Context: an optimization exercise on an open-source flow, tuned for small area, a short achievable clock period and few clock cycles per item. The choices shown serve that exercise and are no tape-out recipe.
Function was checked by simulation only, so behaviour that the tests miss may differ from the original.
Power is estimated from default activity; no workload was simulated.

`flow/flow/run.sh`:
```
#!/bin/bash
# Layout flow: the standard ORFS flow, with the port buffers made from the platform's
# plain buf_1 cell instead of the buffer buffer_ports would pick on its own.
set -euo pipefail
export BUFFER_PORTS_ARGS="-buffer_cell sky130_fd_sc_hd__buf_1"
bash standard.sh synth > synth.log 2>&1
bash standard.sh > layout.log 2>&1
```
`flow/standard.sh`:
```
#!/bin/bash
# synth_recipe.tcl (not shown) runs the flow's synth.tcl, then flattens the netlist and writes it again
# the make line also repeats each setting of config.mk as NAME=value (left out here)
make -C /OpenROAD-flow-scripts/flow DESIGN_CONFIG=/design/flow/config.mk WORK_HOME=/design/flow/orfs CLKGATE_MAP_FILE= SYNTH_SCRIPT=/design/flow/synth_recipe.tcl "${@:-finish}"
```
`flow/config.mk`:
```
export PLATFORM = sky130hd
export DESIGN_NAME = sigmoid_pipe
export DESIGN_NICKNAME = sigmoid_pipe
export VERILOG_FILES = /design/flow/design.v
export SDC_FILE = /design/flow/constraint.sdc
export NUM_CORES = 4
export LEC_CHECK = 0
export CAP_MARGIN = 20
export CORE_MARGIN = 2
export CORE_UTILIZATION = 40
export SLEW_MARGIN = 20
```
`flow/constraint.sdc`:
```
create_clock -name core_clock -period 7.0 [get_ports {clk}]
set_input_delay 1.4000 -clock core_clock [delete_from_list [all_inputs] [get_ports {clk}]]
set_output_delay 1.4000 -clock core_clock [all_outputs]
set_load 0.01 [all_outputs]
```
`flow/design.v`:
```
package sigmoid_pkg;
  function automatic integer sig_one(input integer f);
    sig_one = 1 << f;
  endfunction
  function automatic integer sig_sat_pos(input integer f);
    sig_sat_pos = 4 << f;
  endfunction
  function automatic integer sig_sat_neg(input integer f);
    sig_sat_neg = -(4 << f);
  endfunction
endpackage
module sigmoid_core (
  input  logic [7:0] t,
  output logic [6:0] q
);
  wire t0 = (t[0] & t[5]) ^ (t[1] & t[4]);
  wire t1 = (t[0] & t[5]) & (t[1] & t[4]);
  wire t2 = (t[0] & t[6]) ^ (t[1] & t[5]);
  wire t3 = (t[0] & t[6]) & (t[1] & t[5]);
  wire t4 = (t[0] & t[7]) ^ (t[1] & t[6]) ^ (t[2] & t[5]);
  wire t5 = ((t[0] & t[7]) & (t[1] & t[6])) | ((t[0] & t[7]) & (t[2] & t[5])) | ((t[1] & t[6]) & (t[2] & t[5]));
  wire t6 = (t[1] & t[7]) ^ (t[2] & t[6]) ^ (t[3] & t[5]);
  wire t7 = ((t[1] & t[7]) & (t[2] & t[6])) | ((t[1] & t[7]) & (t[3] & t[5])) | ((t[2] & t[6]) & (t[3] & t[5]));
  wire t8 = (t[2] & t[7]) ^ (t[3] & t[6]) ^ (t[4] & t[5]);
  wire t9 = ((t[2] & t[7]) & (t[3] & t[6])) | ((t[2] & t[7]) & (t[4] & t[5])) | ((t[3] & t[6]) & (t[4] & t[5]));
  wire t10 = (t[0] & t[3]) ^ (t[1] & t[2]);
  wire t11 = (t[0] & t[3]) & (t[1] & t[2]);
  wire t12 = (t[0] & t[4]) ^ (t[1] & t[3]);
  wire t13 = (t[0] & t[4]) & (t[1] & t[3]);
  wire t14 = t0 ^ (t[2] & t[3]) ^ t[3];
  wire t15 = (t0 & (t[2] & t[3])) | (t0 & t[3]) | ((t[2] & t[3]) & t[3]);
  wire t16 = t1 ^ t2 ^ (t[2] & t[4]);
  wire t17 = (t1 & t2) | (t1 & (t[2] & t[4])) | (t2 & (t[2] & t[4]));
  wire t18 = t3 ^ t4 ^ (t[4] & ~t[3]);
  wire t19 = (t3 & t4) | (t3 & (t[4] & ~t[3])) | (t4 & (t[4] & ~t[3]));
  wire t20 = t5 ^ t6 ^ (t[3] & t[4]);
  wire t21 = (t5 & t6) | (t5 & (t[3] & t[4])) | (t6 & (t[3] & t[4]));
  wire t22 = t7 ^ t8 ^ t[5];
  wire t23 = (t7 & t8) | (t7 & t[5]) | (t8 & t[5]);
  wire t24 = t9 ^ (t[3] & t[7]) ^ (t[4] & t[6]);
  wire t25 = (t9 & (t[3] & t[7])) | (t9 & (t[4] & t[6])) | ((t[3] & t[7]) & (t[4] & t[6]));
  wire t26 = (t[4] & t[7]) ^ (t[5] & t[6]) ^ t[6];
  wire t27 = ((t[4] & t[7]) & (t[5] & t[6])) | ((t[4] & t[7]) & t[6]) | ((t[5] & t[6]) & t[6]);
  wire t28 = (t[0] & t[1]) ^ t[1];
  wire t29 = (t[0] & t[1]) & t[1];
  wire t30 = t10 ^ t[2];
  wire t31 = t10 & t[2];
  wire t32 = t11 ^ t12;
  wire t33 = t11 & t12;
  wire t34 = t13 ^ t14;
  wire t35 = t13 & t14;
  wire t36 = t15 ^ t16;
  wire t37 = t15 & t16;
  wire t38 = t17 ^ t18;
  wire t39 = t17 & t18;
  wire t40 = t19 ^ t20;
  wire t41 = t19 & t20;
  wire t42 = t21 ^ t22;
  wire t43 = t21 & t22;
  wire t44 = t23 ^ t24;
  wire t45 = t23 & t24;
  wire t46 = t25 ^ t26;
  wire t47 = t25 & t26;
  wire t48 = t27 ^ (t[5] & t[7]);
  wire t49 = t27 & (t[5] & t[7]);
  wire t50 = (t[6] & t[7]) ^ t[7];
  wire t51 = (t[6] & t[7]) & t[7];
  wire t52 = (t[0] & t[2]) & t29;
  wire t53 = (t[0] & t[2]) & t28;
  wire t54 = t33 | (t32 & t31);
  wire t55 = t32 & t30;
  wire t56 = t37 | (t36 & t35);
  wire t57 = t36 & t34;
  wire t58 = t41 | (t40 & t39);
  wire t59 = t40 & t38;
  wire t60 = t45 | (t44 & t43);
  wire t61 = t44 & t42;
  wire t62 = t49 | (t48 & t47);
  wire t63 = t48 & t46;
  wire t64 = t35 | (t34 & t54);
  wire t65 = t34 & t55;
  wire t66 = t56 | (t57 & t54);
  wire t67 = t57 & t55;
  wire t68 = t43 | (t42 & t58);
  wire t69 = t42 & t59;
  wire t70 = t60 | (t61 & t58);
  wire t71 = t61 & t59;
  wire t72 = t51 | (t50 & t62);
  wire t73 = t50 & t63;
  wire t74 = t31 | (t30 & t52);
  wire t75 = t54 | (t55 & t52);
  wire t76 = t64 | (t65 & t52);
  wire t77 = t66 | (t67 & t52);
  wire t78 = t47 | (t46 & t70);
  wire t79 = t46 & t71;
  wire t80 = t62 | (t63 & t70);
  wire t81 = t63 & t71;
  wire t82 = t72 | (t73 & t70);
  wire t83 = t73 & t71;
  wire t84 = t39 | (t38 & t77);
  wire t85 = t58 | (t59 & t77);
  wire t86 = t68 | (t69 & t77);
  wire t87 = t70 | (t71 & t77);
  wire t88 = t78 | (t79 & t77);
  wire t89 = t80 | (t81 & t77);
  wire t90 = t82 | (t83 & t77);
  wire t91 = (t[0] & t[2]) ^ t29;
  wire t92 = t30 ^ t52;
  wire t93 = t32 ^ t74;
  wire t94 = t34 ^ t75;
  wire t95 = t36 ^ t76;
  wire t96 = t38 ^ t77;
  wire t97 = t40 ^ t84;
  wire t98 = t42 ^ t85;
  wire t99 = t44 ^ t86;
  wire t100 = t46 ^ t87;
  wire t101 = t48 ^ t88;
  wire t102 = t50 ^ t89;
  assign q = {t90, t102, t101, t100, t99, t98, t97};
endmodule
module sigmoid_lane (
  input  logic        clk,
  input  logic        i_en,
  input  logic        i_mode,    
  input  logic [15:0] i_x,
  input  logic        r_mode,    
  output logic [15:0] o_y,
  output logic        o_sat
);
  logic       w_neg;
  logic       w_sat;
  logic [7:0] w_xs;      
  logic       w_lo;      
  logic [7:0] w_po;      
  logic [7:0] w_pa;      
  logic [7:0] w_t;
  assign w_neg = i_x[15];
  always_comb begin
    if (i_mode) begin
      w_sat = w_neg ? (~&i_x[14:9]  | ~|i_x[8:0]) : |i_x[14:9];
      w_xs  = i_x[8:1];
      w_lo  = i_x[0];
    end else begin
      w_sat = w_neg ? (~&i_x[14:10] | ~|i_x[9:0]) : |i_x[14:10];
      w_xs  = i_x[9:2];
      w_lo  = |i_x[1:0];
    end
    w_po[0] = 1'b0;
    w_pa[0] = 1'b1;
    for (int i = 1; i < 8; i++) begin
      w_po[i] = w_po[i-1] | w_xs[i-1];
      w_pa[i] = w_pa[i-1] & w_xs[i-1];
    end
    for (int i = 0; i < 8; i++)
      w_t[i] = w_xs[i] ^ (w_neg ? (w_lo & w_pa[i]) : w_po[i]);
    if (w_sat) w_t = 8'd1;
  end
  logic [7:0] r1_t;
  logic       r1_neg;
  logic       r1_sat;
  always_ff @(posedge clk) begin
    if (i_en) begin
      r1_t   <= w_t;
      r1_neg <= w_neg;
      r1_sat <= w_sat;
    end
  end
  logic [6:0] w_q;
  sigmoid_core u_core (
    .t (r1_t),
    .q (w_q)
  );
  logic [6:0] r2_q;
  logic       r2_t8;
  logic       r2_neg;
  logic       r2_sat;
  always_ff @(posedge clk) begin
    if (i_en) begin
      r2_q   <= w_q;
      r2_t8  <= ~|r1_t;
      r2_neg <= r1_neg;
      r2_sat <= r1_sat;
    end
  end
  logic [7:0] w_s;
  logic [8:0] w_sig;
  assign w_s   = {r2_t8, r2_q};
  assign w_sig = r2_neg ? {1'b0, w_s} : 9'd256 - {1'b0, w_s};
  always_comb begin
    if (r_mode) o_y = {{7{~w_sig[8] & ~w_sig[7]}}, w_sig[7:0], 1'b0} ^ 16'h0100;   
    else        o_y = {7'd0, w_sig};
  end
  assign o_sat = r2_sat;
endmodule
module sigmoid_pipe #(
  parameter int W     = 16,
  parameter int F     = W / 2,
  parameter int LANES = 4
) (
  input  logic               clk,
  input  logic               rst,
  input  logic               in_valid,
  output logic               in_ready,
  input  logic [LANES*W-1:0] in_data,
  input  logic               in_mode,
  output logic               out_valid,
  input  logic               out_ready,
  output logic [LANES*W-1:0] out_data,
  output logic [LANES-1:0]   out_sat
);
  logic       w_en;
  logic [1:0] r_vld;
  logic [1:0] r_mode;
  logic       w_mode;
  assign w_mode = in_mode;
  assign w_en      = !r_vld[1] || out_ready;
  assign in_ready  = w_en;
  assign out_valid = r_vld[1];
  always_ff @(posedge clk) begin
    if (rst)       r_vld <= '0;
    else if (w_en) r_vld <= {r_vld[0], in_valid};
  end
  always_ff @(posedge clk) begin
    if (w_en) r_mode <= {r_mode[0], w_mode};
  end
  for (genvar g = 0; g < LANES; g++) begin : g_lane
    sigmoid_lane u_lane (
      .clk    (clk),
      .i_en   (w_en),
      .i_mode (w_mode),
      .i_x    (in_data[g*W +: W]),
      .r_mode (r_mode[1]),
      .o_y    (out_data[g*W +: W]),
      .o_sat  (out_sat[g])
    );
  end
endmodule
```
==> flow_summary.toml, run 1 <==
[grt]
grt.total_usage_pct = 16.4
grt_pass1_wl_mm = 32.6
grt_max_degree = 74
grt_pass1_vias = 6840
grt.overflow.total = 0
antenna_found_initial = 0

[cells_and_area]
antennaDiodeCount = 0
layout.cells.non_filler = 1414
nNetsFinal = 1293
drive_gt1_share_pct = 3.19
area_delta_synth_final_pct = 9.18

[synthesis]
synth_top_family_by_area = "simple AND/OR/NAND/NOR gates"
synthXorXnorAreaFrac_pct = 6.72
synth_simple_gate_area_share_pct = 21.6
synthCells = 1045
synth_top_area_cell = "edfxtp_1"
synth_nets = 1214
synth-seq-cells = 84
synthMuxAreaShare_pct = 4.23
synth.most_common_cell = "nor2_1"
synth_cell_type_count = 72
synth_ff_type = "edfxtp_1"
synth_warnings = 2
synth_top_area_share_pct = 27.0
synth_edf_count = 82
async_flop_share_pct = 0
ys_top_cells_by_count = "nor2_1 (98), edfxtp_1 (82), inv_1 (77), and2_1 (73), ha_1 (68)"
synth_area_leaders = "edfxtp_1 (27%), ha_1 (9.3%), fa_1 (7.0%)"
netlist_area_mm2 = 0.00913
seq_area_frac_synth_pct = 27.4
synth_fa_ha_area_share_pct = 16.5
synth_area_per_cell_um2 = 8.74
synth_compound_area_share_pct = 15.9

[critical_path]
critPathLaunchType = "flip-flop"
cp-end-kind = "output port"
slowest_delay_ns = 0.57
arrival_ns = 2.44
path_cells = "or4_1 > nor4_1 > nor2b_1 > o21bai_1 > a21oi_1 > buf_1"
worstPathRequired_ns = 5.60
reg2regPathDepth = 10
cp_slowest_cell = "or4_1"
critical_path_class = "flip-flop to output port"
crit_fanout = 7

[clock_tree]
cts_resized = 0
clock_path_buffers = 2
cts_tree = "done"
cts.sinks = 84
hold_buffers = 0
numCtsBuffers = 9
insertion_delay_ns = 0.34
htreeDepth = 3
postCtsSetupRepairBufs = 0
path_clk_slew_ns = 0.06
clockRootBuffer = "clkbuf_16"

[outcome]
status = "timing/DRC/antenna clean"

[run]
maxCapViolations = 0

[placed_design]
port_buffers = 138
dp_hpwl_mm = 14.9
gp_congestion = 0.854
placedCellCount = 1398

[pwr]
power_density_mw_per_mm2 = 156
power_leakage_uw = 0.00427
ir_drop_mv = 0.118

[timing]
fin_crit_ns = 3.84
hold_violations = 0
tightest_slew_ns = 0.968
rsz0062_at_grt = "false"
max_freq_mhz = 260
layout_worst_path_cycle_share_pct = 54.8
final_max_slew_viol_count = 0
fin_skew_ns = 0.00794
maxSlewHeadroom_pct = 35.5
setup_tns_ns = 0
setup_viol = 0

[floorplan]
ios = 139
dieArea_mm2 = 0.0240
std_cell_rows = 55
coreArea_mm2 = 0.0225
die_h_um = 155
initial_core_util_pct = 40.6
die_w_um = 155

[worst_hold_path]
hold_path_class = "flip-flop to flip-flop"
holdPathStages = 0

[drt]
drc_errors = 0
drt-wirelength-per-cell_um = 13.6
avgViaCountPerCell = 5.27
num_vias = 7456
drtIter0Drc = 394
dr.pass1.iters = 4
routed_wl_mm = 19.2
ant_nets = 0
==> kinds of logic (layout without fill, tap and decap cells) <==
group / count (synthesis) / count (layout)
AOI/OAI and AO/OA: 219 / 219
xor gates and xnor gates: 70 / 70
adders and majority gates: 101 / 101
buffers and inverters: 151 / 235
DFF: 84 / 84
muxes: 38 / 38
and+or+nand+nor: 382 / 382
==> stage by stage <==
stage               power, µW  worst slack (ns)  hold slack (ns)  utilization (%)  area (µm²)
floorplan                 930              2.08            0.400                -        9130
global placement         1010              3.03            0.401             42.8        9630
detailed placement       1020              3.03            0.405             42.8        9630
CTS                      1570              3.11            0.421             44.3        9970
global route             1650              2.80            0.425             44.3        9970
finish                   1550              3.16            0.420             44.3        9970
==> routing by layer <==
metal  share of wire [%]  vias to the layer above  GRT usage [%]
li1                    -                     3823              -
met1                  48                     3435           22.0
met2                  45                      182           26.8
met3                 5.9                       16           3.37
met4                 1.3                        0           4.81
met5                   0                        -              0
==> final timing paths <==
check / slack (ns) / endpoint / from
min: 0.42 / g_lane[2].u_lane.r2_neg$_DFFE_PP_ / g_lane[2].u_lane.r1_neg$_DFFE_PP_
max reg2reg: 3.48 / g_lane[3].u_lane.r2_q[6]$_DFFE_PP_ / g_lane[3].u_lane.r1_t[2]$_SDFFCE_PP0P_
min reg2reg: 0.42 / g_lane[2].u_lane.r2_neg$_DFFE_PP_ / g_lane[2].u_lane.r1_neg$_DFFE_PP_
max: 3.16 / out_data[43] / g_lane[2].u_lane.r2_q[3]$_DFFE_PP_
==> power breakdown <==
group | internal, µW | leakage (µW) | switching (µW)
clock | 350 | 0.000167 | 198
sequential | 578 | 0.000929 | 36.6
combinational | 158 | 0.00317 | 233
==> sequential cells by signal, indices dropped and copies added, names as in the netlist <==
register / flops
g_lane.u_lane.r1_sat: 4
g_lane.u_lane.r1_t: 32
g_lane.u_lane.r2_q: 28
r_vld: 2
g_lane.u_lane.r2_neg: 4
g_lane.u_lane.r2_sat: 4
g_lane.u_lane.r1_neg: 4
r_mode: 2
g_lane.u_lane.r2_t8: 4
==> area by class of cell <==
cell class / instances / area (µm²)
Multi-Input combinational cell: 810 / 5930
Fill cell: 2246 / 12500
Inverter: 78 / 293
Sequential cell: 84 / 2500
Clock buffer: 10 / 229
Tap cell: 285 / 357
Timing Repair Buffer: 141 / 542
Clock inverter: 6 / 113
==> critical path, delay by kind of cell, from the launching register on <==
family / cells / cell delay (ns)
flip-flops: 1 / 0.44
AND/OR/NAND/NOR: 3 / 1.03
AO/OA/AOI/OAI: 2 / 0.44
buffers and inverters: 1 / 0.20
==> placed cells by master, fill, tap and decap left out, types with 8 or more instances in the layout <==
master and instances:
a21o_1 8, or4_1 15, buf_1 137, nor4_1 14
o21ai_1 10, and2_1 73, nand2_1 67, nor2b_1 17
nand4_1 11, o21ai_0 40, nor2_1 98, nand2b_1 29
mux2i_1 33, nor3_1 23, or3_1 8, xnor2_1 41
a21oi_1 57, clkbuf_16 9, inv_1 77, ha_1 68
o21a_1 14, a211oi_1 15, edfxtp_1 82, nand3_1 11
fa_1 32, xor2_1 29
Testbench counts, summed over its fixed seeds: cycles 8,016, items 8,000.
==> inputs of run 2 (changes only) <==
--- a/flow/config.mk
+++ b/flow/config.mk
@@ -8,4 +8,5 @@
 export CAP_MARGIN = 20
 export CORE_MARGIN = 2
 export CORE_UTILIZATION = 40
+export SETUP_SLACK_MARGIN = 3.2
 export SLEW_MARGIN = 20
==> run 2 against run 1 <==
Compared with the run above: routed wire length rose by 1.2%; area after synthesis is the same; count of clock-buffer cells in the layout is 1 higher; clock power down 21%; final area increased by 0.54%; critical path depth up 2; via count up 0.66%; largest cell class unchanged.
==> flow_summary.toml, run 2 <==
[outcome]
status = "timing/DRC/antenna clean"

[cells_and_area]
fin_area_mm2 = 0.0100
fill_cells = 2238
largest_reg_flops = 32
layout.cells.non_filler = 1423
antennaDiodeCount = 0
layout_common_cells = "buf_1 (130), nor2_1 (98), edfxtp_1 (82)"
final_common_cell = "buf_1"
drive_gt1_share_pct = 5.27
postLayoutCoreUtil_pct = 44.5
top_register = "g_lane.u_lane.r1_t"
nNetsFinal = 1302
area_delta_synth_final_pct = 9.77
top_regs = "g_lane.u_lane.r1_t x32, g_lane.u_lane.r2_q x28"

[timing]
layout_worst_path_cycle_share_pct = 52.1
setup_tns_ns = 0
tightest_slew_ns = 1.04
fin_skew_ns = 0.00934
fin_crit_ns = 3.65
setup_viol = 0
maxSlewHeadroom_pct = 31.0
max_freq_mhz = 274
hold_violations = 0
final_max_slew_viol_count = 0
holdWs_ns = 0.419
rsz0062_at_grt = "true"

[synthesis]
ys_top_cells_by_count = "nor2_1 (98), edfxtp_1 (82), inv_1 (77), and2_1 (73), ha_1 (68)"
seq_area_frac_synth_pct = 27.4
synth_edf_count = 82
synth_warnings = 2
synth-seq-cells = 84
synth_ff_type = "edfxtp_1"
synth_top_area_cell = "edfxtp_1"
synth_area_leaders = "edfxtp_1 (27%), ha_1 (9.3%), fa_1 (7.0%)"
synth.most_common_cell = "nor2_1"
synth_top_area_share_pct = 27.0
synth_area_per_cell_um2 = 8.74
synth_nets = 1214
synth_cell_type_count = 72
synthCells = 1045
netlist_area_mm2 = 0.00913
async_flop_share_pct = 0

[clock_tree]
cts.sinks = 84
clockRootBuffer = "clkbuf_16"
numCtsBuffers = 9
htreeDepth = 3
cts_tree = "done"
insertion_delay_ns = 0.35
clock_path_buffers = 2
hold_buffers = 0
path_clk_slew_ns = 0.07

[pwr]
power_density_mw_per_mm2 = 145
ir_drop_mv = 0.0936
power_leakage_uw = 0.00430

[drt]
num_vias = 7505
drc_errors = 0
drtIter0Drc = 353
ant_nets = 0
dr.pass1.iters = 6
routed_wl_mm = 19.4
avgViaCountPerCell = 5.27
drt-wirelength-per-cell_um = 13.6

[grt]
grt.overflow.total = 0
grt_pass1_vias = 6891
grt_max_degree = 83
antenna_found_initial = 0
grt_pass1_wl_mm = 32.3
grt.total_usage_pct = 16.2

[critical_path]
slowest_delay_ns = 0.71
cp-end-kind = "flip-flop"
worst-path-buf-inv = 2
worstPathRequired_ns = 7.10
path_cells = "buf_2 > buf_4 > mux2_1 > a22oi_1 > or3_1 > a211oi_1 > xor2_1 > nor2_1"
r2r_slack_ns = 3.47
cp_slowest_cell = "buf_2"
crit_fanout = 55
critical_path_class = "primary input to flip-flop"
crit_family = "buffers and inverters"
critPathLaunchType = "primary input"
arrival_ns = 3.74

[placed_design]
gp_congestion = 0.873
port_buffers = 138
dpl_cell_area_mm2 = 0.00963
dp_hpwl_mm = 14.9
placedCellCount = 1398

[worst_hold_path]
hold_path_class = "flip-flop to flip-flop"

[floorplan]
die_h_um = 155
dieArea_mm2 = 0.0240
std_cell_rows = 55
ios = 139
die_w_um = 155
coreArea_mm2 = 0.0225
initial_core_util_pct = 40.6

[run]
maxCapViolations = 0
==> run 2: cell counts after synthesis <==
No cell type changed its count.
==> run 2: final cells by class <==
cell class,instances,area [µm²],area share [%]
Tap cell,285,357,3.56
Inverter,78,297,2.96
Timing Repair Buffer,150,618,6.17
Clock inverter,5,28.8,0.287
Sequential cell,84,2500,25.0
Clock buffer,11,233,2.32
Multi-Input combinational cell,810,5990,59.7
==> run 2: what timing repair did <==
action                     in CTS  in global routing
setup endpoints to repair      15                 36
setup buffers                   0                  9
hold endpoints to repair        0                  0
gates resized for setup         5                 22
pin swaps                       0                  4
==> run 2: worst paths after layout <==
kind                                                              from                                     end  cells after the start
worst max-delay path                                           in_mode  g_lane[0].u_lane.r1_t[4]$_SDFFCE_PP0P_                      8
worst min register to register                     r_mode[0]$_DFFE_PP_                     r_mode[1]$_DFFE_PP_                      0
worst max register to register  g_lane[3].u_lane.r1_t[7]$_SDFFCE_PP0P_      g_lane[3].u_lane.r2_q[6]$_DFFE_PP_                     11
worst min-delay path                               r_mode[0]$_DFFE_PP_                     r_mode[1]$_DFFE_PP_                      0
==> run 2: through the flow <==
stage | setup slack (ns) | power, µW
6_report | 3.35 | 1460
5_1_grt | 3.20 | 1550
4_1_cts | 3.21 | 1460
3_5_place_dp | 2.93 | 1020
3_3_place_gp | 2.95 | 1020
2_1_floorplan | 3.53 | 929
==> run 2: report_power, final <==
part / total (µW) / switching, µW / internal, µW
registers: 616 / 37.3 / 579
clock network: 435 / 197 / 238
logic: 407 / 238 / 169
total: 1460 / 472 / 986
==> run 2: cells by family after synthesis <==
group | share of synthesized area, %
AO/OA/AOI/OAI | 15.9
buffers and inverters | 7.69
XOR/XNOR | 6.72
adder cells (fa/ha/maj) | 16.5
flip-flops | 27.4
multiplexers | 4.23
AND/OR/NAND/NOR | 21.6
==> run 2: worst register-to-register path: cells and delay by family, from the launching register on <==
kind                       cells  cell delay [ns]
adders and majority gates      3             1.19
DFF                            1             0.54
AOI/OAI and AO/OA              4             1.09
and+or+nand+nor                2             0.36
buffers and inverters          2             0.12
==> run 2: routing by layer <==
layer / wire length, µm / part of all wire [%] / track usage [%]
met5: 0 / 0 / 0
met4: 351 / 1.8 / 4.85
met1: 9270 / 48 / 21.6
met2: 8870 / 46 / 27.2
met3: 927 / 4.8 / 2.73
==> inputs of run 3 (changes only) <==
--- a/flow/config.mk
+++ b/flow/config.mk
@@ -8,5 +8,5 @@
 export CAP_MARGIN = 20
 export CORE_MARGIN = 2
 export CORE_UTILIZATION = 40
-export SETUP_SLACK_MARGIN = 3.2
+export SETUP_SLACK_MARGIN = 3.5
 export SLEW_MARGIN = 20
==> run 3 against run 2 <==
Compared with the run above: total power grew 2.6%; cell count rose by 2.4%; routed wire length increased by 2.8%; critical path depth increased by 1; synthesized cell count unchanged; register-to-register slack gained 0.21 ns; sequential share of layout area down 0.92 points; global-route usage up 0.10 points; die area stayed put; core utilization is 1.7 points higher; clock power about the same.
==> flow_summary.toml, run 3 <==
[drt]
drc_errors = 0
ant_nets = 0
avgViaCountPerCell = 5.25
drtIter0Drc = 354
drt-wirelength-per-cell_um = 13.7
dr.pass1.iters = 5
num_vias = 7649
routed_wl_mm = 20.0

[placed_design]
port_buffers = 138
dp_hpwl_mm = 14.9
gp_congestion = 0.873

[cells_and_area]
largest_reg_flops = 32
area_delta_synth_final_pct = 14.0
layout_common_cells = "buf_1 (115), nor2_1 (93), edfxtp_1 (82)"
nNetsFinal = 1336
top_regs = "g_lane.u_lane.r1_t x32, g_lane.u_lane.r2_q x28"
top_register = "g_lane.u_lane.r1_t"
final_common_cell = "buf_1"
drive_gt1_share_pct = 10.8
antennaDiodeCount = 0
fill_cells = 2204

[synthesis]
synth_top_area_cell = "edfxtp_1"
synth_area_per_cell_um2 = 8.74
seq_area_frac_synth_pct = 27.4
synth-seq-cells = 84
synth_edf_count = 82
synth_top_area_share_pct = 27.0
synth_nets = 1214
synth_area_leaders = "edfxtp_1 (27%), ha_1 (9.3%), fa_1 (7.0%)"
synth.most_common_cell = "nor2_1"
netlist_area_mm2 = 0.00913
async_flop_share_pct = 0
synthCells = 1045
synth_warnings = 2
ys_top_cells_by_count = "nor2_1 (98), edfxtp_1 (82), inv_1 (77), and2_1 (73), ha_1 (68)"
synth_cell_type_count = 72
synth_ff_type = "edfxtp_1"

[grt]
use_met2_pct = 27.0
grt_util_met1_pct = 21.7
grt.total_usage_pct = 16.3
grt_pass1_vias = 6977
grt.overflow.total = 0
grt_max_degree = 83
top_usage_layer = "met2"
grtUsageMet3_pct = 2.81
grt_pass1_wl_mm = 32.5
antenna_found_initial = 0

[clock_tree]
insertion_delay_ns = 0.35
cts.sinks = 84
clockRootBuffer = "clkbuf_16"
cts_tree = "done"
clock_path_buffers = 2
htreeDepth = 3
numCtsBuffers = 9
path_clk_slew_ns = 0.07
hold_buffers = 0

[timing]
fin_skew_ns = 0.00846
final_max_slew_viol_count = 0
fin_crit_ns = 3.59
setup_viol = 0
hold_violations = 0
setup_tns_ns = 0
maxSlewHeadroom_pct = 30.8
tightest_slew_ns = 1.04
rsz0062_at_grt = "true"
layout_worst_path_cycle_share_pct = 51.3
max_freq_mhz = 279

[critical_path]
crit_fanout = 3
critPathLaunchType = "flip-flop"
worstPathRequired_ns = 5.60
cp-end-kind = "output port"
arrival_ns = 2.19
critical_path_class = "flip-flop to output port"

[pwr]
power_leakage_uw = 0.00455
power_density_mw_per_mm2 = 144
ir_drop_mv = 0.0941
power_uw = 1500

[floorplan]
die_w_um = 155
die_h_um = 155
ios = 139
std_cell_rows = 55
initial_core_util_pct = 40.6
coreArea_mm2 = 0.0225
dieArea_mm2 = 0.0240

[outcome]
status = "timing/DRC/antenna clean"

[run]
maxCapViolations = 0

[worst_hold_path]
hold_path_class = "flip-flop to flip-flop"
run 3: cell counts after synthesis:
Identical to the previous run, type by type.
run 3: cells by family after synthesis:
| logic type | Yosys count | synth area share [%] |
|---|---|---|
| AND/OR/NAND/NOR | 382 | 21.6 |
| XOR/XNOR | 70 | 6.72 |
| buffers and inverters | 151 | 7.69 |
| multiplexers | 38 | 4.23 |
| adder cells (fa/ha/maj) | 101 | 16.5 |
| flip-flops | 84 | 27.4 |
| AO/OA/AOI/OAI | 219 | 15.9 |
run 3: worst max-delay path: stages (launching register included):
cell,delay [ns]
edfxtp_1,0.40
inv_2,0.10
ha_4,0.16
nand2b_4,0.06
or4_4,0.43
nor2b_4,0.15
nand2_1,0.09
o21ai_1,0.08
a221oi_2,0.23
buf_2,0.17
run 3: timing repair:
item | 4_1_cts | 5_1_grt
buffers inserted | 14 | 29
gates resized for setup | 33 | 34
setup endpoints to repair | 50 | 47
pin swaps | 6 | 6
run 3: area by class of cell:
type	count	area [µm²]	area share, %
Multi-Input combinational cell	810	6080	58.5
Sequential cell	84	2500	24.0
Timing Repair Buffer	184	905	8.69
Tap cell	285	357	3.43
Inverter	78	297	2.85
Clock buffer	11	233	2.24
Clock inverter	5	28.8	0.277
run 3: path summary, 6_finish.rpt:
path / startpoint / endpoint / slack [ns] / cells after the start
worst max register to register: g_lane[3].u_lane.r1_t[7]$_SDFFCE_PP0P_ / g_lane[3].u_lane.r2_q[6]$_DFFE_PP_ / 3.68 / 11
worst min register to register: r_mode[0]$_DFFE_PP_ / r_mode[1]$_DFFE_PP_ / 0.42 / 0
worst max-delay path: g_lane[3].u_lane.r2_q[0]$_DFFE_PP_ / out_data[55] / 3.41 / 9
worst min-delay path: r_mode[0]$_DFFE_PP_ / r_mode[1]$_DFFE_PP_ / 0.42 / 0
run 3: per-stage QoR:
stage	instance area [µm²]	util, %	hold slack (ns)	worst slack (ns)	instances
4_1_cts	10100	44.8	0.420	3.36	1428
6_report	10400	46.2	0.419	3.41	1457
2_1_floorplan	9140	-	0.400	3.53	1045
3_3_place_gp	9630	42.8	0.401	2.95	1398
5_1_grt	10400	46.2	0.428	3.25	1457
3_5_place_dp	9630	42.8	0.405	2.93	1398
run 3: where the power goes:
part	switching, µW	leakage (µW)	total (µW)	internal, µW
registers	33.2	0.000929	612	578
logic	254	0.00350	451	197
clock network	196	0.000125	434	238
run 3: metal layers:
layer / wire length, µm / part of all wire [%]
met4: 443 / 2.2
met3: 928 / 4.6
met1: 9430 / 47
met2: 9160 / 46
met5: 0 / 0
==> inputs of run 4 (changes only) <==
--- a/flow/config.mk
+++ b/flow/config.mk
@@ -5,8 +5,9 @@
 export SDC_FILE = /design/flow/constraint.sdc
 export NUM_CORES = 4
 export LEC_CHECK = 0
+export ABC_AREA = 1
 export CAP_MARGIN = 20
 export CORE_MARGIN = 2
 export CORE_UTILIZATION = 40
-export SETUP_SLACK_MARGIN = 3.5
+export SETUP_SLACK_MARGIN = 3.2
 export SLEW_MARGIN = 20
==> run 4 against run 3 <==
Compared with the run above: clock power is 8.5% higher; sequential power hardly changed; critical path depth is 3 lower; routed wire length is 9.0% lower; die area hardly changed; global-route usage is 0.79 points lower; worst hold slack hardly changed; synthesized cell count is 24% higher; final area is 4.0% lower; total power is 1.3% lower; count of clock-buffer cells in the layout is 1 higher; critical path type unchanged.
==> flow_summary.toml, run 4 <==
[critical_path]
arrival_ns = 2.13
cp_slowest_cell = "edfxtp_1"
critical_path_class = "flip-flop to output port"
path_cells = "o31ai_2 > nand2_1 > xor2_1 > or2_2 > nor2_1 > buf_1"
reg2reg_from = "g_lane[0].u_lane.r1_t[6]$_SDFFCE_PP0P_"
cp-end-kind = "output port"
crit_fanout = 7
worstPathRequired_ns = 5.60
slowest_delay_ns = 0.43
crit_start = "g_lane[1].u_lane.r2_q[2]$_DFFE_PP_"
critPathLaunchType = "flip-flop"

[floorplan]
coreArea_mm2 = 0.0225
dieArea_mm2 = 0.0240
initial_core_util_pct = 40.6
die_w_um = 155
die_h_um = 155
ios = 139
std_cell_rows = 55

[grt]
grt.total_usage_pct = 15.6
grt_pass1_wl_mm = 31.6
grt.overflow.total = 0
grt_pass1_vias = 6923
grt_max_degree = 76
top_usage_layer = "met1"
grt_util_met1_pct = 24.3
use_met2_pct = 22.8
antenna_found_initial = 0
grtUsageMet3_pct = 1.48

[cells_and_area]
final_common_cell = "nand2_1"
register_area_mm2 = 0.00250
multi_input_area_mm2 = 0.00531
drive_gt1_share_pct = 2.94
top_regs = "g_lane.u_lane.r1_t x32, g_lane.u_lane.r2_q x28"
area_delta_synth_final_pct = 9.47
largest_reg_flops = 32
top_register = "g_lane.u_lane.r1_t"
fill_cells = 2319
antennaDiodeCount = 0
nNetsFinal = 1557
layout_common_cells = "nand2_1 (360), inv_1 (249), buf_1 (137)"

[synthesis]
synth_top_area_cell = "edfxtp_1"
synth_area_leaders = "edfxtp_1 (27%), nand2_1 (15%), inv_1 (10%)"
ys_top_cells_by_count = "nand2_1 (360), inv_1 (251), edfxtp_1 (82), nor2_1 (81), ha_1 (68)"
synth_nets = 1467
synthMuxAreaShare_pct = 0.329
netlist_area_mm2 = 0.00913
async_flop_share_pct = 0
synth_edf_count = 82
synth_top_family_by_area = "simple AND/OR/NAND/NOR gates"
seq_area_frac_synth_pct = 27.4
synthCells = 1298
synth_compound_area_share_pct = 10.4
synth_area_per_cell_um2 = 7.03
synth_cell_type_count = 40
synth_fa_ha_area_share_pct = 16.3
synth_ff_type = "edfxtp_1"
synth_simple_gate_area_share_pct = 25.3
synth_top_area_share_pct = 27.0
synth-seq-cells = 84
synth_warnings = 2
synth.most_common_cell = "nand2_1"
synthXorXnorAreaFrac_pct = 5.56

[worst_hold_path]
hp-start = "g_lane[0].u_lane.r1_sat$_DFFE_PP_"
hold_path_class = "flip-flop to flip-flop"

[placed_design]
dp_hpwl_mm = 14.4
post-place-ws_ns = 2.93
port_buffers = 138
gp_congestion = 0.820

[clock_tree]
cts_tree = "done"
cts.sinks = 84
insertion_delay_ns = 0.34
path_clk_slew_ns = 0.06
clockRootBuffer = "clkbuf_16"
htreeDepth = 3
clock_path_buffers = 2
numCtsBuffers = 9

[drt]
drt-wirelength-per-cell_um = 10.8
drtIter0Drc = 415
dr.pass1.iters = 5
avgViaCountPerCell = 4.68
drc_errors = 0
num_vias = 7860
ant_nets = 0
routed_wl_mm = 18.2

[outcome]
status = "timing/DRC/antenna clean"

[timing]
setup_slack_ns = 3.47
fin_crit_ns = 3.53
layout_worst_path_cycle_share_pct = 50.5
maxSlewHeadroom_pct = 38.0
fin_skew_ns = 0.00882
hold_violations = 0
setup_viol = 0
max_freq_mhz = 283
setup_tns_ns = 0
final_max_slew_viol_count = 0
tightest_slew_ns = 0.930
rsz0062_at_grt = "false"

[pwr]
ir_drop_mv = 0.102
power_density_mw_per_mm2 = 148
power_leakage_uw = 0.00532

[run]
maxCapViolations = 0
==> run 4: cell types whose count changed in the layout (fill, tap and decap cells not counted), moves of 20 or more <==
cell	delta
and2_1	-71
buf_1	+22
buf_2	-20
buf_4	-40
inv_1	+175
mux2i_1	-30
nand2_1	+293
nand2b_1	-28
nand3_1	+45
o21ai_0	+23
xnor2_1	-28
==> run 4: stage by stage <==
step	std cells	hold slack (ns)	utilization [%]	total power (µW)	cell area, µm²
floorplan	1298	0.400	-	932	9140
global placement	1658	0.401	42.9	1010	9650
detailed placement	1658	0.407	42.9	1010	9650
CTS	1678	0.418	44.4	1490	9980
global route	1678	0.429	44.4	1580	9990
finish	1678	0.420	44.4	1480	9990
==> run 4: worst max-delay path, delay by kind of cell (launching register included) <==
family	cells	cell delay (ns)
AO/OA/AOI/OAI	1	0.36
flip-flops	1	0.43
buffers and inverters	1	0.19
XOR/XNOR	1	0.16
AND/OR/NAND/NOR	3	0.67
==> run 4: logic make-up after synthesis <==
kind of cell	Yosys count
simple gates	558
buf+inv	320
compound gates	175
fa+ha+maj	100
flops	84
xor+xnor	58
mux	3
==> run 4: final cells by class <==
class | instances | share of cell area (%)
multi-input combinational | 894 | 53.1
tap | 285 | 3.57
clock inverter | 4 | 0.476
timing repair inverter | 1 | 0.0501
sequential | 84 | 25.0
timing repair buffer | 142 | 5.52
inverter | 256 | 9.69
clock buffer | 12 | 2.57
==> run 4: repair_timing <==
| item | 4_1_cts | 5_1_grt |
|---|---|---|
| gates cloned | 1 | 0 |
| endpoints found under the setup margin | 43 | 29 |
| hold endpoints to repair | 0 | 0 |
| hold buffers | 0 | 0 |
| resized for setup | 1 | 4 |
| setup buffers | 3 | 0 |
==> run 4: final timing paths <==
kind / to / slack (ns) / cells after the start
worst max register to register: g_lane[0].u_lane.r2_q[5]$_DFFE_PP_ / 3.67 / 12
worst max-delay path: out_data[27] / 3.47 / 6
worst min-delay path: g_lane[0].u_lane.r2_sat$_DFFE_PP_ / 0.42 / 0
worst min register to register: g_lane[0].u_lane.r2_sat$_DFFE_PP_ / 0.42 / 0
==> run 4: metal layers <==
| metal | wire, µm | share of wire (%) |
|---|---|---|
| met1 | 10200 | 56 |
| met2 | 7010 | 39 |
| met3 | 704 | 3.9 |
| met4 | 198 | 1.1 |
| met5 | 0 | 0 |
==> run 4: power breakdown <==
| part | switching, µW | internal [µW] | total (µW) |
|---|---|---|---|
| logic | 255 | 137 | 391 |
| clock network | 177 | 294 | 471 |
| registers | 34.2 | 581 | 615 |
==> inputs of run 5 (changes only) <==
==> flow/flow/run.sh (replaced) <==
#!/bin/bash
# Layout flow: the standard ORFS flow with two changes:
#  - port buffers use the platform's plain buf_1 cell instead of the one buffer_ports picks;
#  - clock tree: small clock buffers and no dummy loads.
set -euo pipefail
export BUFFER_PORTS_ARGS="-buffer_cell sky130_fd_sc_hd__buf_1"
export CTS_ARGS="-sink_clustering_enable -repair_clock_nets -dont_use_dummy_load -buf_list {sky130_fd_sc_hd__clkbuf_4 sky130_fd_sc_hd__clkbuf_8} -root_buf sky130_fd_sc_hd__clkbuf_8"
bash standard.sh synth > synth.log 2>&1
bash standard.sh > layout.log 2>&1
--- a/flow/config.mk
+++ b/flow/config.mk
@@ -5,7 +5,6 @@
 export SDC_FILE = /design/flow/constraint.sdc
 export NUM_CORES = 4
 export LEC_CHECK = 0
-export ABC_AREA = 1
 export CAP_MARGIN = 20
 export CORE_MARGIN = 2
 export CORE_UTILIZATION = 40
==> run 5 against run 4 <==
Compared with the run above: still clean on timing, DRC and antenna; flip-flop and latch count unchanged; clock skew grew 0.0076 ns; sequential power about the same; non-clock buffer count rose by 10; largest cell class unchanged.
==> flow_summary.toml, run 5 <==
[outcome]
status = "timing/DRC/antenna clean"

[grt]
grt_util_met1_pct = 21.8
grt_pass1_vias = 6850
use_met2_pct = 26.9
grtUsageMet3_pct = 2.81
grt_max_degree = 83
antenna_found_initial = 0
top_usage_layer = "met2"
grt_pass1_wl_mm = 32.2
grt.overflow.total = 0
grt.total_usage_pct = 16.2

[synthesis]
seq_area_frac_synth_pct = 27.4
synth_area_leaders = "edfxtp_1 (27%), ha_1 (9.3%), fa_1 (7.0%)"
synthCells = 1045
synth.most_common_cell = "nor2_1"
synth_edf_count = 82
synth_warnings = 2
synth_top_area_cell = "edfxtp_1"
synth_nets = 1214
synth_ff_type = "edfxtp_1"
ys_top_cells_by_count = "nor2_1 (98), edfxtp_1 (82), inv_1 (77), and2_1 (73), ha_1 (68)"
async_flop_share_pct = 0
synth-seq-cells = 84
synth_area_per_cell_um2 = 8.74
netlist_area_mm2 = 0.00913
synth_top_area_share_pct = 27.0
synth_cell_type_count = 72

[critical_path]
worstPathRequired_ns = 5.60
crit_family = "simple AND/OR/NAND/NOR gates"
critPathLaunchType = "flip-flop"
crit_fanout = 4
worst-path-buf-inv = 2
slowest_delay_ns = 0.43
arrival_ns = 2.25
path_cells = "inv_2 > ha_4 > nand2b_4 > or4_4 > nor2b_2 > nand2_1 > o21ai_1 > a221oi_2 > buf_2"
cp_slowest_cell = "or4_4"
cp-end-kind = "output port"
critical_path_class = "flip-flop to output port"

[worst_hold_path]
hold_path_class = "flip-flop to flip-flop"

[pwr]
power_leakage_uw = 0.00426
power_density_mw_per_mm2 = 132
ir_drop_mv = 0.0738

[timing]
hold_violations = 0
tightest_slew_ns = 1.05
maxSlewHeadroom_pct = 30.1
max_freq_mhz = 274
setup_slack_ns = 3.35
fin_crit_ns = 3.65
rsz0062_at_grt = "true"
layout_worst_path_cycle_share_pct = 52.1
final_max_slew_viol_count = 0
fin_skew_ns = 0.0164
setup_viol = 0
setup_tns_ns = 0

[drt]
num_vias = 7497
dr.pass1.iters = 6
avgViaCountPerCell = 5.29
drtIter0Drc = 388
drt-wirelength-per-cell_um = 13.7
ant_nets = 0
routed_wl_mm = 19.4
drc_errors = 0

[clock_tree]
clock_path_buffers = 2
path_clk_slew_ns = 0.07
cts_tree = "done"
cts.sinks = 84
insertion_delay_ns = 0.36
clockRootBuffer = "clkbuf_8"
htreeDepth = 3
numCtsBuffers = 9

[placed_design]
gp_congestion = 0.873
port_buffers = 138
post-place-ws_ns = 2.93
dp_hpwl_mm = 14.9

[cells_and_area]
top_register = "g_lane.u_lane.r1_t"
area_delta_synth_final_pct = 8.55
drive_gt1_share_pct = 5.47
top_regs = "g_lane.u_lane.r1_t x32, g_lane.u_lane.r2_q x28"
largest_reg_flops = 32
nNetsFinal = 1304
final_common_cell = "buf_1"
antennaDiodeCount = 0
layout_common_cells = "buf_1 (129), nor2_1 (98), edfxtp_1 (82)"

[floorplan]
coreArea_mm2 = 0.0225
initial_core_util_pct = 40.6
ios = 139
die_w_um = 155
std_cell_rows = 55
dieArea_mm2 = 0.0240
die_h_um = 155

[run]
maxCapViolations = 0
[run 5: cell count changes after synthesis, sizes merged, moves of 46 or more]
cell   delta
inv     -178
and2     +72
nand3    -46
nand2   -293
[run 5: area by class of cell]
| cell class | instances | area, µm² |
|---|---|---|
| inverters | 78 | 297 |
| multi-input cells | 810 | 6000 |
| well taps | 285 | 357 |
| fillers | 2250 | 12600 |
| flip-flops and latches | 84 | 2500 |
| clock buffers | 9 | 124 |
| repair buffers | 152 | 634 |
[run 5: power breakdown]
part	switching (µW)	internal (µW)	total, µW
combinational	239	172	411
clock	166	115	281
sequential	36.8	578	615
total	442	865	1310
[run 5: cells by family (layout without fill, tap and decap cells)]
group	count (synthesis)	count (layout)	share of synthesized area [%]
muxes	38	38	4.23
buffers and inverters	151	239	7.69
xor gates and xnor gates	70	70	6.72
adders and majority gates	101	101	16.5
AOI/OAI and AO/OA	219	219	15.9
DFF	84	84	27.4
and+or+nand+nor	382	382	21.6
[run 5: per-stage QoR]
stage,utilization [%],instances,hold WS [ns],power [µW],instance area [µm²]
6_report,44.0,1418,0.424,1310,9910
3_5_place_dp,42.8,1398,0.405,1020,9630
4_1_cts,43.6,1411,0.425,1310,9800
5_1_grt,44.0,1418,0.432,1390,9910
2_1_floorplan,-,1045,0.400,929,9140
3_3_place_gp,42.8,1398,0.401,1020,9630
[run 5: repair_timing]
action                     in CTS  in global routing
cloned                          0                  0
buffers inserted                4                  7
hold endpoints to repair        0                  0
pin swaps                       0                  5
resized for setup               6                 25
setup endpoints to repair      22                 20
hold buffers                    0                  0
[run 5: per-layer routing]
layer  wire [µm]  vias up
met4         354        0
met3         851       20
met1        9330     3495
met5           0        -
met2        8890      152
li1            -     3830
[run 5: worst paths after layout]
kind	start	end	slack, ns	depth (start not counted)
worst max-delay path	g_lane[3].u_lane.r2_q[1]$_DFFE_PP_	out_data[55]	3.35	9
worst min-delay path	g_lane[1].u_lane.r1_neg$_DFFE_PP_	g_lane[1].u_lane.r2_neg$_DFFE_PP_	0.42	0
worst max register to register	g_lane[3].u_lane.r1_t[7]$_SDFFCE_PP0P_	g_lane[3].u_lane.r2_q[6]$_DFFE_PP_	3.46	11
worst min register to register	g_lane[1].u_lane.r1_neg$_DFFE_PP_	g_lane[1].u_lane.r2_neg$_DFFE_PP_	0.42	0
==> inputs of run 6 (changes only) <==
--- a/flow/config.mk
+++ b/flow/config.mk
@@ -5,6 +5,7 @@
 export SDC_FILE = /design/flow/constraint.sdc
 export NUM_CORES = 4
 export LEC_CHECK = 0
+export ABC_AREA = 1
 export CAP_MARGIN = 20
 export CORE_MARGIN = 2
 export CORE_UTILIZATION = 40
==> run 6 against run 5 <==
Compared with the run above: count of clock-buffer cells in the layout is the same; still clean on timing, DRC and antenna; largest cell class unchanged; worst hold slack lost 0.0013 ns; maximum frequency grew 3.1%; core utilization shrank 0.43 points; register-to-register slack gained 0.30 ns; setup slack gained 0.11 ns; non-clock buffer count shrank 10; total power shrank 3.7%; die area is essentially flat; critical path depth shrank 3; combinational power shrank 4.9%; final area shrank 0.98%; critical path type unchanged.
==> flow_summary.toml, run 6 <==
[clock_tree]
clockRootBuffer = "clkbuf_8"
clock_path_buffers = 2
path_clk_slew_ns = 0.07
numCtsBuffers = 9
cts_tree = "done"
htreeDepth = 3
insertion_delay_ns = 0.35
hold_buffers = 0
cts.sinks = 84

[timing]
max_freq_mhz = 283
setup_tns_ns = 0
layout_worst_path_cycle_share_pct = 50.5
setup_viol = 0
hold_violations = 0
final_max_slew_viol_count = 0
rsz0062_at_grt = "false"
maxSlewHeadroom_pct = 39.4
tightest_slew_ns = 0.909
fin_skew_ns = 0.0249
fin_crit_ns = 3.54

[floorplan]
dieArea_mm2 = 0.0240
std_cell_rows = 55
ios = 139
coreArea_mm2 = 0.0225
die_w_um = 155
initial_core_util_pct = 40.6
die_h_um = 155

[run]
maxCapViolations = 0

[cells_and_area]
fin_area_mm2 = 0.00981
drive_gt1_share_pct = 2.53
antennaDiodeCount = 0
multi_input_area_mm2 = 0.00531
register_area_mm2 = 0.00250
layout_common_cells = "nand2_1 (360), inv_1 (249), buf_1 (137)"
top_register = "g_lane.u_lane.r1_t"
postLayoutCoreUtil_pct = 43.6
area_delta_synth_final_pct = 7.50
nNetsFinal = 1557
final_common_cell = "nand2_1"
top_regs = "g_lane.u_lane.r1_t x32, g_lane.u_lane.r2_q x28"
largest_reg_flops = 32
fill_cells = 2338

[drt]
drc_errors = 0
routed_wl_mm = 17.9
ant_nets = 0
drt-wirelength-per-cell_um = 10.7
avgViaCountPerCell = 4.67
drtIter0Drc = 427
num_vias = 7804
dr.pass1.iters = 5

[critical_path]
crit_family = "simple AND/OR/NAND/NOR gates"
critical_path_class = "flip-flop to output port"
cp_slowest_cell = "edfxtp_1"
worstPathRequired_ns = 5.60
crit_fanout = 7
slowest_delay_ns = 0.43
path_cells = "o31ai_2 > nand2_1 > xor2_1 > or2_2 > nor2_1 > buf_1"
cp-end-kind = "output port"
critPathLaunchType = "flip-flop"
arrival_ns = 2.14
r2r_slack_ns = 3.76
worst-path-buf-inv = 1

[placed_design]
port_buffers = 138
gp_congestion = 0.820
dp_hpwl_mm = 14.4
dpl_cell_area_mm2 = 0.00965

[grt]
antenna_found_initial = 0
grt.overflow.total = 0
grt_max_degree = 76
grt_pass1_wl_mm = 31.3
grt_pass1_vias = 6912
grt.total_usage_pct = 15.3

[pwr]
sequentialPowerShare_pct = 48.8
p_switching_uw = 427
p_comb_share_pct = 31.1
switching_share_pct = 33.9
power_uw = 1260
ir_drop_mv = 0.0699
p_int_uw = 832
p_clk_share_pct = 20.1
power_density_mw_per_mm2 = 128
power_leakage_uw = 0.00524

[synthesis]
synth.most_common_cell = "nand2_1"
synth_cell_type_count = 40
seq_area_frac_synth_pct = 27.4
synth_area_leaders = "edfxtp_1 (27%), nand2_1 (15%), inv_1 (10%)"
netlist_area_mm2 = 0.00913
async_flop_share_pct = 0
synthCells = 1298
synth-seq-cells = 84
synth_edf_count = 82
synth_top_area_cell = "edfxtp_1"
synth_area_per_cell_um2 = 7.03
ys_top_cells_by_count = "nand2_1 (360), inv_1 (251), edfxtp_1 (82), nor2_1 (81), ha_1 (68)"
synth_ff_type = "edfxtp_1"
synth_warnings = 2
synth_top_area_share_pct = 27.0
synth_nets = 1467

[worst_hold_path]
hold_path_class = "flip-flop to flip-flop"

[outcome]
status = "timing/DRC/antenna clean"
-- run 6: cell count changes in the layout (fill, tap and decap cells not counted), sizes merged, moves of 28 or more --
cell and delta:
o21ai +30, inv +177, mux2i -30, nand2 +293
xnor2 -28, and2 -72, nand2b -30, nand3 +46
-- run 6: power by group through the flow --
stage	clock (µW)	sequential, µW	combinational, µW
after detailed placement	0	629	384
final	254	614	391
after global routing	282	620	456
after global placement	0	628	381
after floorplan	0	604	328
after CTS	269	614	394
-- run 6: final cells by class --
cell class / instances / share of cell area [%]
Clock buffer: 9 / 1.26
Inverter: 256 / 9.87
Multi-Input combinational cell: 894 / 54.1
Sequential cell: 84 / 25.5
Tap cell: 285 / 3.63
Timing Repair Buffer: 142 / 5.62
Timing Repair inverter: 1 / 0.0510
-- run 6: path summary, 6_finish.rpt --
path,from,endpoint,cells past startpoint
setup / recovery,g_lane[1].u_lane.r2_q[2]$_DFFE_PP_,out_data[27],6
hold / removal,g_lane[0].u_lane.r1_sat$_DFFE_PP_,g_lane[0].u_lane.r2_sat$_DFFE_PP_,0
setup reg to reg,g_lane[0].u_lane.r1_t[6]$_SDFFCE_PP0P_,g_lane[0].u_lane.r2_q[5]$_DFFE_PP_,12
hold reg to reg,g_lane[0].u_lane.r1_sat$_DFFE_PP_,g_lane[0].u_lane.r2_sat$_DFFE_PP_,0
-- run 6: worst reg2reg max path: stages, from the launching register on --
cell and delay [ns]:
edfxtp_1 0.56, nand2_1 0.13, fa_1 0.50, fa_1 0.52, inv_1 0.04, ha_1 0.28, inv_1 0.06, o21bai_1 0.22
inv_1 0.06, o21ai_0 0.27, a21boi_0 0.17, nand2_1 0.11, xor2_1 0.06
-- run 6: per-layer routing --
layer	vias to the layer above	wire length (µm)	global-route usage [%]
li1	4263	-	-
met1	3362	10100	24.0
met2	170	6910	22.6
met3	9	730	1.39
met4	0	165	3.84
met5	-	0	0
-- run 6: cell families after synthesis --
family,Yosys count,synth area share (%)
buffers and inverters,320,14.6
flip-flops,84,27.4
XOR/XNOR,58,5.56
AO/OA/AOI/OAI,175,10.4
multiplexers,3,0.329
adder cells (fa/ha/maj),100,16.3
AND/OR/NAND/NOR,558,25.3
-- run 6: what timing repair did --
action                     4_1_cts  5_1_grt
setup buffers                    3        0
setup endpoints to repair       43       29
gates cloned                     1        0
gates resized for setup          1        4
pin swaps                        0        0
-- run 6: per-stage QoR --
step           std cells  setup WS (ns)  hold WS [ns]
2_1_floorplan       1298           3.09         0.400
6_report            1671           3.46         0.422
3_3_place_gp        1658           3.00         0.401
4_1_cts             1671           3.33         0.418
5_1_grt             1671           3.23         0.426
3_5_place_dp        1658           2.93         0.407
==> inputs of run 7 (changes only) <==
--- a/flow/config.mk
+++ b/flow/config.mk
@@ -9,5 +9,5 @@
 export CAP_MARGIN = 20
 export CORE_MARGIN = 2
 export CORE_UTILIZATION = 40
-export SETUP_SLACK_MARGIN = 3.2
+export SETUP_SLACK_MARGIN = 3.6
 export SLEW_MARGIN = 20
==> run 7 against run 6 <==
Compared with the run above: die area is the same; routed wire length rose by 4.9%; sequential share of layout area down 1.7 points; final area is 7.0% higher; total power increased by 7.3%; clock skew decreased by 0.0024 ns; register-to-register slack better by 0.09 ns; global-route usage is 0.19 points higher; critical path type unchanged; largest cell class unchanged; largest power group unchanged.
==> flow_summary.toml, run 7 <==
[outcome]
status = "timing/DRC/antenna clean"

[synthesis]
synth_cell_type_count = 40
seq_area_frac_synth_pct = 27.4
synth_ff_type = "edfxtp_1"
synthCells = 1298
synth_area_leaders = "edfxtp_1 (27%), nand2_1 (15%), inv_1 (10%)"
synth-seq-cells = 84
synth_area_per_cell_um2 = 7.03
synth_top_area_cell = "edfxtp_1"
async_flop_share_pct = 0
synth_top_area_share_pct = 27.0
synth_edf_count = 82
synth.most_common_cell = "nand2_1"
synth_nets = 1467
netlist_area_mm2 = 0.00913
ys_top_cells_by_count = "nand2_1 (360), inv_1 (251), edfxtp_1 (82), nor2_1 (81), ha_1 (68)"
synth_warnings = 2

[placed_design]
dpl_cell_area_mm2 = 0.00965
port_buffers = 138
dp_hpwl_mm = 14.4
gp_congestion = 0.820
placedCellCount = 1658

[clock_tree]
insertion_delay_ns = 0.35
cts_tree = "done"
clockRootBuffer = "clkbuf_8"
numCtsBuffers = 9
htreeDepth = 3
cts.sinks = 84
hold_buffers = 0
clock_path_buffers = 2
path_clk_slew_ns = 0.07

[cells_and_area]
drive_gt1_share_pct = 9.76
nNetsFinal = 1606
fill_cells = 2280
largest_reg_flops = 32
antennaDiodeCount = 0
multi_input_area_mm2 = 0.00550
register_area_mm2 = 0.00250
top_regs = "g_lane.u_lane.r1_t x32, g_lane.u_lane.r2_q x28"
top_register = "g_lane.u_lane.r1_t"
layout.cells.non_filler = 1720
fin_area_mm2 = 0.0105
layout_common_cells = "nand2_1 (356), inv_1 (243), buf_1 (112)"
area_delta_synth_final_pct = 15.1
final_common_cell = "nand2_1"

[critical_path]
critPathLaunchType = "flip-flop"
reg2reg_from = "g_lane[2].u_lane.r1_t[0]$_SDFFCE_PP1P_"
cp-end-kind = "output port"
worstPathRequired_ns = 5.60
r2r_slack_ns = 3.85
r2r_end = "g_lane[2].u_lane.r2_q[5]$_DFFE_PP_"
arrival_ns = 2.07
crit_start = "g_lane[1].u_lane.r2_q[0]$_DFFE_PP_"
crit_fanout = 7
critical_path_class = "flip-flop to output port"
reg2regPathDepth = 12

[timing]
maxSlewHeadroom_pct = 39.6
setup_viol = 0
fin_crit_ns = 3.47
tightest_slew_ns = 0.905
max_freq_mhz = 288
rsz0062_at_grt = "true"
layout_worst_path_cycle_share_pct = 49.6
setup_tns_ns = 0
final_max_slew_viol_count = 0
fin_skew_ns = 0.0225
hold_violations = 0

[pwr]
sequentialPowerShare_pct = 45.3
p_comb_share_pct = 36.0
power_leakage_uw = 0.00563
p_int_uw = 894
switching_share_pct = 33.8
ir_drop_mv = 0.0698
p_switching_uw = 456
p_clk_share_pct = 18.7
power_density_mw_per_mm2 = 129

[grt]
grt.overflow.total = 0
grt.total_usage_pct = 15.5
grt_pass1_wl_mm = 31.6
antenna_found_initial = 0
grt_pass1_vias = 6960
grt_max_degree = 76

[worst_hold_path]
hp-start = "g_lane[0].u_lane.r1_sat$_DFFE_PP_"
holdPathStages = 0
hold_path_class = "flip-flop to flip-flop"
hold_path_end = "g_lane[0].u_lane.r2_sat$_DFFE_PP_"

[drt]
dr.pass1.iters = 5
drc_errors = 0
num_vias = 8059
drtIter0Drc = 406
ant_nets = 0
routed_wl_mm = 18.8
avgViaCountPerCell = 4.69
drt-wirelength-per-cell_um = 10.9

[floorplan]
dieArea_mm2 = 0.0240
die_w_um = 155
die_h_um = 155
initial_core_util_pct = 40.6
std_cell_rows = 55
ios = 139
coreArea_mm2 = 0.0225

[run]
maxCapViolations = 0
==> run 7: cell types whose count changed in the layout (fill, tap and decap cells not counted), moves of 5 or more <==
cell,change
o21ai_1,+9
nor2_4,+6
inv_2,+5
buf_6,+16
inv_1,-6
buf_1,-25
buf_4,+48
nor2_1,-8
clkbuf_2,+6
o21ai_0,-11
==> run 7: area by class of cell <==
| class | count | area share (%) |
|---|---|---|
| tap | 285 | 3.39 |
| multi-input combinational | 894 | 52.3 |
| sequential | 84 | 23.8 |
| timing repair inverter | 1 | 0.0476 |
| timing repair buffer | 191 | 9.98 |
| inverter | 256 | 9.24 |
| clock buffer | 9 | 1.18 |
==> run 7: what timing repair did <==
action / CTS / global route
pin swaps: 2 / 20
resized for setup: 19 / 103
cloned: 1 / 0
setup endpoints to repair: 70 / 61
buffers inserted: 9 / 43
==> run 7: cells by family (layout without fill, tap and decap cells) <==
family,Yosys count,after routing,synth area share (%)
simple gates,558,558,25.3
xor+xnor,58,58,5.56
mux,3,3,0.329
compound gates,175,175,10.4
fa+ha+maj,100,100,16.3
flops,84,84,27.4
buf+inv,320,457,14.6
==> run 7: routing by layer <==
| metal | vias up | routed length (µm) | GRT usage, % |
|---|---|---|---|
| met5 | - | 0 | 0 |
| met4 | 0 | 165 | 3.84 |
| met3 | 9 | 751 | 1.39 |
| met2 | 176 | 7560 | 23.0 |
| met1 | 3516 | 10300 | 24.2 |
| li1 | 4358 | - | - |
==> run 7: critical path: stages, from the launching register on <==
cell and delay [ns]:
edfxtp_1 0.42, buf_6 0.15, o31ai_4 0.27, nand2_2 0.10
xor2_2 0.16, or2_4 0.26, nor2_4 0.24, buf_6 0.14
==> run 7: per-stage QoR <==
step | total power [µW] | hold WS (ns) | setup WS, ns | util (%)
floorplan | 932 | 0.400 | 3.09 | -
global placement | 1010 | 0.401 | 3.00 | 42.9
detailed placement | 1010 | 0.407 | 2.93 | 42.9
CTS | 1290 | 0.418 | 3.55 | 44.2
global route | 1450 | 0.426 | 3.46 | 46.7
finish | 1350 | 0.422 | 3.53 | 46.7
==> run 7: worst max path at each step <==
stage,depth (start not counted),to
after CTS,7,out_data[28]
after global placement,11,g_lane[0].u_lane.r1_t[6]$_SDFFCE_PP0P_
after floorplan,2,in_ready
after detailed placement,11,g_lane[0].u_lane.r1_t[6]$_SDFFCE_PP0P_
after global routing,8,out_data[14]
final,7,out_data[28]
==> run 7: power by group through the flow <==
| stage | logic, µW | registers, µW | clock network [µW] |
|---|---|---|---|
| final | 486 | 612 | 252 |
| after global routing | 552 | 616 | 282 |
| after CTS | 410 | 616 | 269 |
| after detailed placement | 384 | 629 | 0 |
| after global placement | 381 | 628 | 0 |
| after floorplan | 328 | 604 | 0 |
==> inputs of run 8 (changes only) <==
==> flow/flow/run.sh (replaced) <==
#!/bin/bash
# Layout flow: the standard ORFS flow (standard.sh) with three changes:
#  - synthesis maps the logic with ABC's area mapper (flow/abc_map.script) in place of
#    ORFS's ABC script; everything else in the synthesis, registers included, is the standard flow's own
#    synth_recipe.tcl;
#  - port buffers use the platform's plain buf_1 cell instead of the one buffer_ports picks;
#  - clock tree: small clock buffers and no dummy loads.
# Each step's full output goes to a log file of its own here; ORFS keeps its per-step logs
# under orfs/logs/.
set -euo pipefail
W=$PWD
export BUFFER_PORTS_ARGS="-buffer_cell sky130_fd_sc_hd__buf_1"
export CTS_ARGS="-sink_clustering_enable -repair_clock_nets -dont_use_dummy_load -buf_list {sky130_fd_sc_hd__clkbuf_4 sky130_fd_sc_hd__clkbuf_8} -root_buf sky130_fd_sc_hd__clkbuf_8"

# synth_recipe.tcl with every "abc -script X ..." call given flow/abc_map.script as X
cat > "$W/synth_abc.tcl" <<TCL
proc abc {args} {
  set i [lsearch -exact \$args -script]
  if {\$i >= 0} { set args [lreplace \$args [expr {\$i + 1}] [expr {\$i + 1}] {$W/flow/abc_map.script}] }
  yosys abc {*}\$args
}
source {$W/synth_recipe.tcl}
TCL
sed "s#SYNTH_SCRIPT=[^ ]*#SYNTH_SCRIPT=$W/synth_abc.tcl#" standard.sh > my_standard.sh
grep -q "SYNTH_SCRIPT=$W/synth_abc.tcl" my_standard.sh

bash my_standard.sh synth > synth.log 2>&1
bash my_standard.sh > layout.log 2>&1
==> flow/flow/abc_map.script (new file) <==
strash
dc2
dch -f
amap
topo
stime -c
buffer -c
upsize -c
dnsize -c
--- a/flow/config.mk
+++ b/flow/config.mk
@@ -9,5 +9,5 @@
 export CAP_MARGIN = 20
 export CORE_MARGIN = 2
 export CORE_UTILIZATION = 40
-export SETUP_SLACK_MARGIN = 3.6
+export SETUP_SLACK_MARGIN = 3.2
 export SLEW_MARGIN = 20
==> run 8 against run 7 <==
Compared with the run above: flip-flop and latch count unchanged; synthesized cell count decreased by 22%; sequential share of layout area increased by 3.4 points; non-clock buffer count grew 9; count of clock-buffer cells in the layout stayed put; global-route usage increased by 0.39 points; sequential power about the same; first-iteration DRC count fell by 26%; routed wire length down 6.7%; setup slack got worse by 0.17 ns; register-to-register slack got worse by 0.46 ns; worst hold slack got worse by 0.00091 ns; largest cell class unchanged.
==> flow_summary.toml, run 8 <==
[outcome]
status = "timing/DRC/antenna clean"

[grt]
grt_pass1_vias = 6200
top_usage_layer = "met1"
grt.total_usage_pct = 15.9
grt_max_degree = 49
antenna_found_initial = 0
grtUsageMet3_pct = 3.26
grt.overflow.total = 0
grt_pass1_wl_mm = 28.2
grt_util_met1_pct = 23.5
use_met2_pct = 23.3

[critical_path]
crit_fanout = 7
critPathLaunchType = "flip-flop"
reg2reg_from = "g_lane[3].u_lane.r1_t[6]$_SDFFCE_PP0P_"
arrival_ns = 2.24
cp-end-kind = "output port"
worstPathRequired_ns = 5.60
critical_path_class = "flip-flop to output port"
crit_start = "g_lane[3].u_lane.r2_q[2]$_DFFE_PP_"

[placed_design]
dp_hpwl_mm = 13.4
port_buffers = 138
gp_congestion = 0.833
dpl_cell_area_mm2 = 0.00861
placedCellCount = 1367
post-place-ws_ns = 3.01

[floorplan]
std_cell_rows = 51
die_w_um = 146
coreArea_mm2 = 0.0196
ios = 139
initial_core_util_pct = 40.9
dieArea_mm2 = 0.0212
die_h_um = 146

[drt]
dr.pass1.iters = 5
drtIter0Drc = 301
drc_errors = 0
ant_nets = 0
avgViaCountPerCell = 4.96
routed_wl_mm = 17.5
num_vias = 7119
drt-wirelength-per-cell_um = 12.2

[timing]
final_max_slew_viol_count = 0
setup_viol = 0
layout_worst_path_cycle_share_pct = 52.0
max_freq_mhz = 275
setup_tns_ns = 0
hold_violations = 0
setup_slack_ns = 3.36
tightest_slew_ns = 0.876
fin_skew_ns = 0.0229
maxSlewHeadroom_pct = 41.3
rsz0062_at_grt = "true"
fin_crit_ns = 3.64

[synthesis]
synth_area_leaders = "edfxtp_1 (31%), ha_1 (11%), nor2_1 (8.6%)"
synthCells = 1011
synth_area_per_cell_um2 = 7.92
synth_top_area_share_pct = 30.7
synth_ff_type = "edfxtp_1"
ys_top_cells_by_count = "nor2_1 (183), inv_1 (155), nand2_1 (89), edfxtp_1 (82), ha_1 (68)"
netlist_area_mm2 = 0.00801
synth_edf_count = 82
synth_warnings = 2
async_flop_share_pct = 0
synth_cell_type_count = 42
synth.most_common_cell = "nor2_1"
synth-seq-cells = 84
synth_nets = 1180
seq_area_frac_synth_pct = 31.2
synth_top_area_cell = "edfxtp_1"

[clock_tree]
path_clk_slew_ns = 0.07
cts_tree = "done"
numCtsBuffers = 9
clock_path_buffers = 2
insertion_delay_ns = 0.36
clockRootBuffer = "clkbuf_8"
htreeDepth = 3
cts.sinks = 84

[pwr]
power_leakage_uw = 0.00432
power_density_mw_per_mm2 = 141
power_uw = 1300
ir_drop_mv = 0.0761

[cells_and_area]
top_regs = "g_lane.u_lane.r1_t x32, g_lane.u_lane.r2_q x28"
top_register = "g_lane.u_lane.r1_t"
largest_reg_flops = 32
register_area_mm2 = 0.00250
area_delta_synth_final_pct = 14.9
multi_input_area_mm2 = 0.00463
fin_area_mm2 = 0.00921
final_common_cell = "nor2_1"
layout_common_cells = "nor2_1 (183), buf_1 (138), inv_1 (132)"
layout.cells.non_filler = 1435
antennaDiodeCount = 0
drive_gt1_share_pct = 10.3
nNetsFinal = 1341
fill_cells = 1993

[worst_hold_path]
hp-start = "g_lane[2].u_lane.r1_neg$_DFFE_PP_"
hold_path_class = "flip-flop to flip-flop"

[run]
maxCapViolations = 0
[run 8: worst max-delay path, stage by stage, from the launching register on]
cell and delay, ns:
edfxtp_1 0.44, nor3_1 0.24, nor3b_2 0.23, a21oi_1 0.11, nor2_1 0.10, a21oi_1 0.06, or2_2 0.31, a31oi_4 0.21
buf_1 0.18
[run 8: repair_timing]
action | 4_1_cts | 5_1_grt
buffers inserted | 1 | 57
pin swaps | 0 | 11
endpoints found under the setup margin | 9 | 37
resized for setup | 3 | 24
endpoints found under the hold margin | 0 | 0
hold buffers | 0 | 0
cloned | 1 | 0
[run 8: path summary, 6_finish.rpt]
kind | slack (ns) | end | cells after the start
setup / recovery | 3.36 | out_data[61] | 8
hold reg to reg | 0.42 | g_lane[2].u_lane.r2_neg$_DFFE_PP_ | 0
setup reg to reg | 3.39 | g_lane[3].u_lane.r2_q[5]$_DFFE_PP_ | 15
hold / removal | 0.42 | g_lane[2].u_lane.r2_neg$_DFFE_PP_ | 0
[run 8: area by class of cell]
type	count	area share, %
clock buffer	9	1.35
inverter	165	6.81
multi-input combinational	711	50.3
sequential	84	27.2
tap	265	3.60
timing repair buffer	200	10.7
timing repair inverter	1	0.0815
[run 8: power breakdown]
part	switching, µW	internal [µW]	leakage (µW)	total (µW)
logic	266	157	0.00332	423
registers	28.3	586	0.000929	614
clock network	144	115	0.0000647	258
[run 8: stage by stage]
step	hold WS (ns)	util (%)
2_1_floorplan	0.400	-
3_3_place_gp	0.402	43.9
3_5_place_dp	0.406	43.9
4_1_cts	0.424	44.7
5_1_grt	0.426	47.0
6_report	0.421	47.0
[run 8: metal layers]
layer,wire length [µm],share of wire [%],vias to the layer above
met3,918,5.2,17
met4,376,2.1,0
met1,9180,52,3134
met2,7070,40,185
met5,0,0,-
li1,-,-,3783
[run 8: cell families (layout without fill, tap and decap cells)]
group / count (synthesis) / after routing / synth area share [%]
and+or+nand+nor: 349 / 349 / 18.2
buffers and inverters: 216 / 375 / 11.4
DFF: 84 / 84 / 31.2
AOI/OAI and AO/OA: 262 / 262 / 20.5
adders and majority gates: 100 / 100 / 18.6
